Context: an optimization exercise on an open-source flow, tuned for small area, a short achievable clock period and few clock cycles per item. The choices shown serve that exercise and are no tape-out recipe.
At most, simulation tests tie the RTL to the original design; equivalence was not proved.
Power is estimated from default activity; no workload was simulated.

==> flow/design.v (excerpt) <==
module conv1d_top (
  input  logic        clk,
  input  logic        rst_n,
  input  logic        psel_i,
  input  logic        penable_i,
  input  logic        pwrite_i,
  input  logic [7:0]  paddr_i,
  input  logic [31:0] pwdata_i,
  output logic [31:0] prdata_o,
  output logic        pready_o,
  output logic        pslverr_o,
  output logic        mem_req_o,
  output logic        mem_we_o,
  output logic [6:0]  mem_addr_o,
  output logic [31:0] mem_wdata_o,
  input  logic [31:0] mem_rdata_i,
  output logic        done_o
);
  localparam int SW = conv1d_pkg::SUM_W;
  logic sel_ctrl_q, sel_stat_q, sel_taps_q, sel_src_q, sel_dst_q, sel_cnt_q, bad_q;
  always_ff @(posedge clk) begin
    sel_ctrl_q <= (paddr_i == conv1d_pkg::REG_CTRL);
    sel_stat_q <= (paddr_i == conv1d_pkg::REG_STATUS);
    sel_taps_q <= (paddr_i == conv1d_pkg::REG_TAPS);
    sel_src_q  <= (paddr_i == conv1d_pkg::REG_SRC);
    sel_dst_q  <= (paddr_i == conv1d_pkg::REG_DST);
    sel_cnt_q  <= (paddr_i == conv1d_pkg::REG_COUNT);
    bad_q      <= !(paddr_i == conv1d_pkg::REG_CTRL  || paddr_i == conv1d_pkg::REG_STATUS ||
                    paddr_i == conv1d_pkg::REG_TAPS  || paddr_i == conv1d_pkg::REG_SRC ||
                    paddr_i == conv1d_pkg::REG_DST   || paddr_i == conv1d_pkg::REG_COUNT);
  end
  logic wr;
  assign wr        = psel_i & penable_i & pwrite_i;
  assign pready_o  = 1'b1;
  assign pslverr_o = bad_q;
  logic [31:0] taps_q;
  logic [6:0]  src_q, dst_q, cnt_q;
  ...
==> module conv1d_top, before the edit <==
module conv1d_top (
  input  logic        clk,
  input  logic        rst_n,
  input  logic        psel_i,
  input  logic        penable_i,
  input  logic        pwrite_i,
  input  logic [7:0]  paddr_i,
  input  logic [31:0] pwdata_i,
  output logic [31:0] prdata_o,
  output logic        pready_o,
  output logic        pslverr_o,
  output logic        mem_req_o,
  output logic        mem_we_o,
  output logic [6:0]  mem_addr_o,
  output logic [31:0] mem_wdata_o,
  input  logic [31:0] mem_rdata_i,
  output logic        done_o
);
  localparam int SW = conv1d_pkg::SUM_W;
  logic sel_ctrl_q, sel_stat_q, sel_taps_q, sel_src_q, sel_dst_q, sel_cnt_q, bad_q;
  always_ff @(posedge clk) begin
    sel_ctrl_q <= (paddr_i == conv1d_pkg::REG_CTRL);
    sel_stat_q <= (paddr_i == conv1d_pkg::REG_STATUS);
    sel_taps_q <= (paddr_i == conv1d_pkg::REG_TAPS);
    sel_src_q  <= (paddr_i == conv1d_pkg::REG_SRC);
    sel_dst_q  <= (paddr_i == conv1d_pkg::REG_DST);
    sel_cnt_q  <= (paddr_i == conv1d_pkg::REG_COUNT);
    bad_q      <= !(paddr_i == conv1d_pkg::REG_CTRL  || paddr_i == conv1d_pkg::REG_STATUS ||
                    paddr_i == conv1d_pkg::REG_TAPS  || paddr_i == conv1d_pkg::REG_SRC ||
                    paddr_i == conv1d_pkg::REG_DST   || paddr_i == conv1d_pkg::REG_COUNT);
  end
  logic wr;
  assign wr        = psel_i & penable_i & pwrite_i;
  assign pready_o  = 1'b1;
  assign pslverr_o = bad_q;
  logic [31:0] taps_q;
  logic [6:0]  src_q, dst_q, cnt_q;
  always_ff @(posedge clk or posedge rst_n) begin
    if (rst_n) begin
      taps_q <= '0;
      src_q  <= '0;
      dst_q  <= '0;
      cnt_q  <= '0;
    end else begin
      if (wr && sel_taps_q) taps_q <= pwdata_i;
      if (wr && sel_src_q)  src_q  <= pwdata_i[6:0];
      if (wr && sel_dst_q)  dst_q  <= pwdata_i[6:0];
      if (wr && sel_cnt_q)  cnt_q  <= pwdata_i[6:0];
    end
  end
  logic       run_q;      
  logic       done_q;
  logic       req_q, we_q;
  logic       ph_q;       
  logic [1:0] fs_q;       
  logic [6:0] wl_q;       
  logic [6:0] rdp_q, wrp_q;
  logic       rv_q;       
  logic start, setup_start, idle;
  logic spec_q;           
  assign start       = wr & sel_ctrl_q & pwdata_i[0] & ~run_q;
  assign setup_start = psel_i & ~penable_i & pwrite_i & (paddr_i == conv1d_pkg::REG_CTRL) &
                       pwdata_i[0] & ~run_q & (cnt_q != '0);
  assign idle        = ~run_q & ~spec_q;
  logic       rd_now, wr_now;
  logic [6:0] wl_d;
  assign rd_now = req_q & ~we_q;
  assign wr_now = req_q & we_q;
  assign wl_d   = wl_q - {6'd0, wr_now};
  logic nx_rd, nx_wr, last;
  always_comb begin
    nx_rd = 1'b0;
    nx_wr = 1'b0;
    last  = 1'b0;
    if (run_q || (start && spec_q)) begin
      if (!ph_q) begin
        nx_rd = fs_q[1] || (wl_d > ((fs_q == 2'd1) ? 7'd1 : 7'd2));
      end else if (fs_q == 2'd3) begin
        nx_rd = 1'b1;
      end else if (fs_q == 2'd0) begin
        nx_wr = 1'b1;
        last  = (wl_q == 7'd1);
      end
    end
  end
  always_ff @(posedge clk or posedge rst_n) begin
    if (rst_n) begin
      run_q  <= 1'b0;
      done_q <= 1'b0;
      req_q  <= 1'b0;
      spec_q <= 1'b0;
    end else begin
      spec_q <= setup_start;
      if (start) begin
        run_q  <= (cnt_q != '0);
        done_q <= (cnt_q == '0);
      end else if (last) begin
        run_q  <= 1'b0;
        done_q <= 1'b1;
      end
      req_q <= setup_start | (start & ~spec_q & (cnt_q != '0)) | nx_rd | nx_wr;
    end
  end
  logic ph_d;
  assign ph_d = idle ? 1'b0 : ~ph_q;
  always_ff @(posedge clk) ph_q <= ph_d;
  always_ff @(posedge clk) begin
    rv_q <= rd_now;
    if (idle) begin
      we_q  <= 1'b0;
      fs_q  <= 2'd3;
      wl_q  <= cnt_q;
      rdp_q <= src_q;
      wrp_q <= dst_q;
    end else begin
      we_q <= nx_wr;
      if (ph_q && fs_q != 2'd0) fs_q <= fs_q - 2'd1;
      wl_q <= wl_d;
      if (rd_now) rdp_q <= rdp_q + 7'd1;
      if (wr_now) wrp_q <= wrp_q + 7'd1;
    end
  end
  assign mem_req_o  = req_q;
  assign mem_we_o   = we_q;
  assign mem_addr_o = we_q ? wrp_q : rdp_q;
  logic [3:0][7:0] w_q;
  logic [3:0][7:0] w_src;
  always_comb begin
    for (int k = 0; k < 3; k++) w_src[k] = rv_q ? w_q[k+1] : w_q[k];
    w_src[3] = rv_q ? (ph_q ? {mem_rdata_i[3:0], mem_rdata_i[7:4]} : mem_rdata_i[7:0]) : w_q[3];
  end
  always_ff @(posedge clk) begin
    for (int k = 0; k < 4; k++) w_q[k] <= {w_src[k][3:0], w_src[k][7:4]};
  end
  logic [3:0][3:0] xn;
  always_comb begin
    for (int k = 0; k < 4; k++) xn[k] = w_q[k][3:0];
  end
  logic [2:0][SW-1:0]   r_n_q, r_n_d;
  logic [2:0][SW-1:4]   f_n;
  always_comb begin
    for (int r = 0; r < 3; r++) f_n[r] = r_n_q[r][SW-5:0] | {(SW-4){ph_q}};
  end
  conv1d_datapath u_dp (
    .x_i   (xn),
    .t_i   (taps_q),
    .f_n_i (f_n),
    .r_n_o (r_n_d)
  );
  always_ff @(posedge clk) r_n_q <= r_n_d;
  logic [SW-1:0] res_q;
  always_ff @(posedge clk) begin
    res_q <= ~(r_n_q[0] + r_n_q[1] + r_n_q[2] + SW'(2));
  end
  assign mem_wdata_o = {{(32-SW){1'b0}}, res_q};
  always_comb begin
    prdata_o = '0;
    prdata_o |= {32{sel_taps_q}} & taps_q;
    prdata_o[6:0] |= ({7{sel_src_q}} & src_q) | ({7{sel_dst_q}} & dst_q) | ({7{sel_cnt_q}} & cnt_q);
    prdata_o[1:0] |= {2{sel_stat_q}} & {done_q, run_q};
  end
  assign done_o = done_q;
endmodule
==> flow/config.mk <==
export PLATFORM = sky130hd
export DESIGN_NAME = conv1d_top
export DESIGN_NICKNAME = conv1d_top
export VERILOG_FILES = /design/flow/design.v
export SDC_FILE = /design/flow/constraint.sdc
export NUM_CORES = 4
export LEC_CHECK = 0
export CAP_MARGIN = 20
export CORE_MARGIN = 2
export CORE_UTILIZATION = 70
export SETUP_SLACK_MARGIN = 4.85
export SLEW_MARGIN = 20
export SYNTH_HIERARCHICAL = 1
export SYNTH_MINIMUM_KEEP_SIZE = 0
==> flow/constraint.sdc <==
create_clock -name core_clock -period 8.0 [get_ports {clk}]
set_input_delay 1.6000 -clock core_clock [delete_from_list [all_inputs] [get_ports {clk}]]
set_output_delay 1.6000 -clock core_clock [all_outputs]
set_load 0.01 [all_outputs]
standard.sh (not shown) runs the stock make flow with config.mk's settings and CLKGATE_MAP_FILE= SYNTH_SCRIPT=/design/flow/synth_recipe.tcl, a recipe that flattens the netlist after the stock synthesis.
==> flow/flow/run.sh <==
#!/bin/bash
# Standard layout, with the smallest plain buffer on the ports.
set -euo pipefail
export BUFFER_PORTS_ARGS="-buffer_cell sky130_fd_sc_hd__buf_1"
bash standard.sh > standard.log 2>&1
Testbench counts at the start, summed over its fixed seeds: cycles 5,000, items 1,988.
Rerun with:
--- a/flow/design.v
+++ b/flow/design.v
@@ -365,12 +365,12 @@
       wrp_q <= dst_q;
     end else begin
       we_q <= nx_wr;
       if (ph_q && fs_q != 2'd0) fs_q <= fs_q - 2'd1;
       wl_q <= wl_d;
-      if (rd_now) rdp_q <= rdp_q + 7'd1;
-      if (wr_now) wrp_q <= wrp_q + 7'd1;
+      if (rd_now) rdp_q <= mem_addr_o + 7'd1;
+      if (wr_now) wrp_q <= mem_addr_o + 7'd1;
     end
   end
   assign mem_req_o  = req_q;
   assign mem_we_o   = we_q;
   assign mem_addr_o = we_q ? wrp_q : rdp_q;
Result: The new run completed without violations. Fmax goes down by 2.0%. Total power goes up by about 15%. Clock power goes down by about 2.6%. Sequential share of layout area goes down by 0.14 points. Via count goes down by 2.0%. Worst setup slack is worse by 0.064 ns. Cell count goes up by about 0.3%. Die area goes down by about 0.6%. Global-route usage goes down by 0.97 points. Hold slack is worse by 0.016 ns. Synthesized cell count goes down by 0.48%.
For the second run of this note, only the layout was checked, not whether the RTL still works.

-- separate check: timing with driven ports --
No port has a modelled driver above. Below, the same layouts with a new extraction and two added sets of constraints. Step 1 assumes that a clkbuf_16 drives the clock port and a buf_2 every other input. Step 2 moves the port delays by t, midway between the first and last clock arrival at a register: inputs arrive t later, outputs are due t later. That takes back most of the time a late clock gives input paths. Slacks: ideal / step 1 / step 2; pairs: ideal / step 1.
run | t (ns) | setup slack, ns | slew at the worst register clock pin (ns) | cell pins on the clock port's net
the first run | 0.482 | 4.892 / 4.845 / 4.906 | 0.08 / 0.08 | 1
the second run | 0.472 | 4.827 / 4.827 / 4.827 | 0.07 / 0.07 | 1
After both steps every run listed still meets setup and hold.
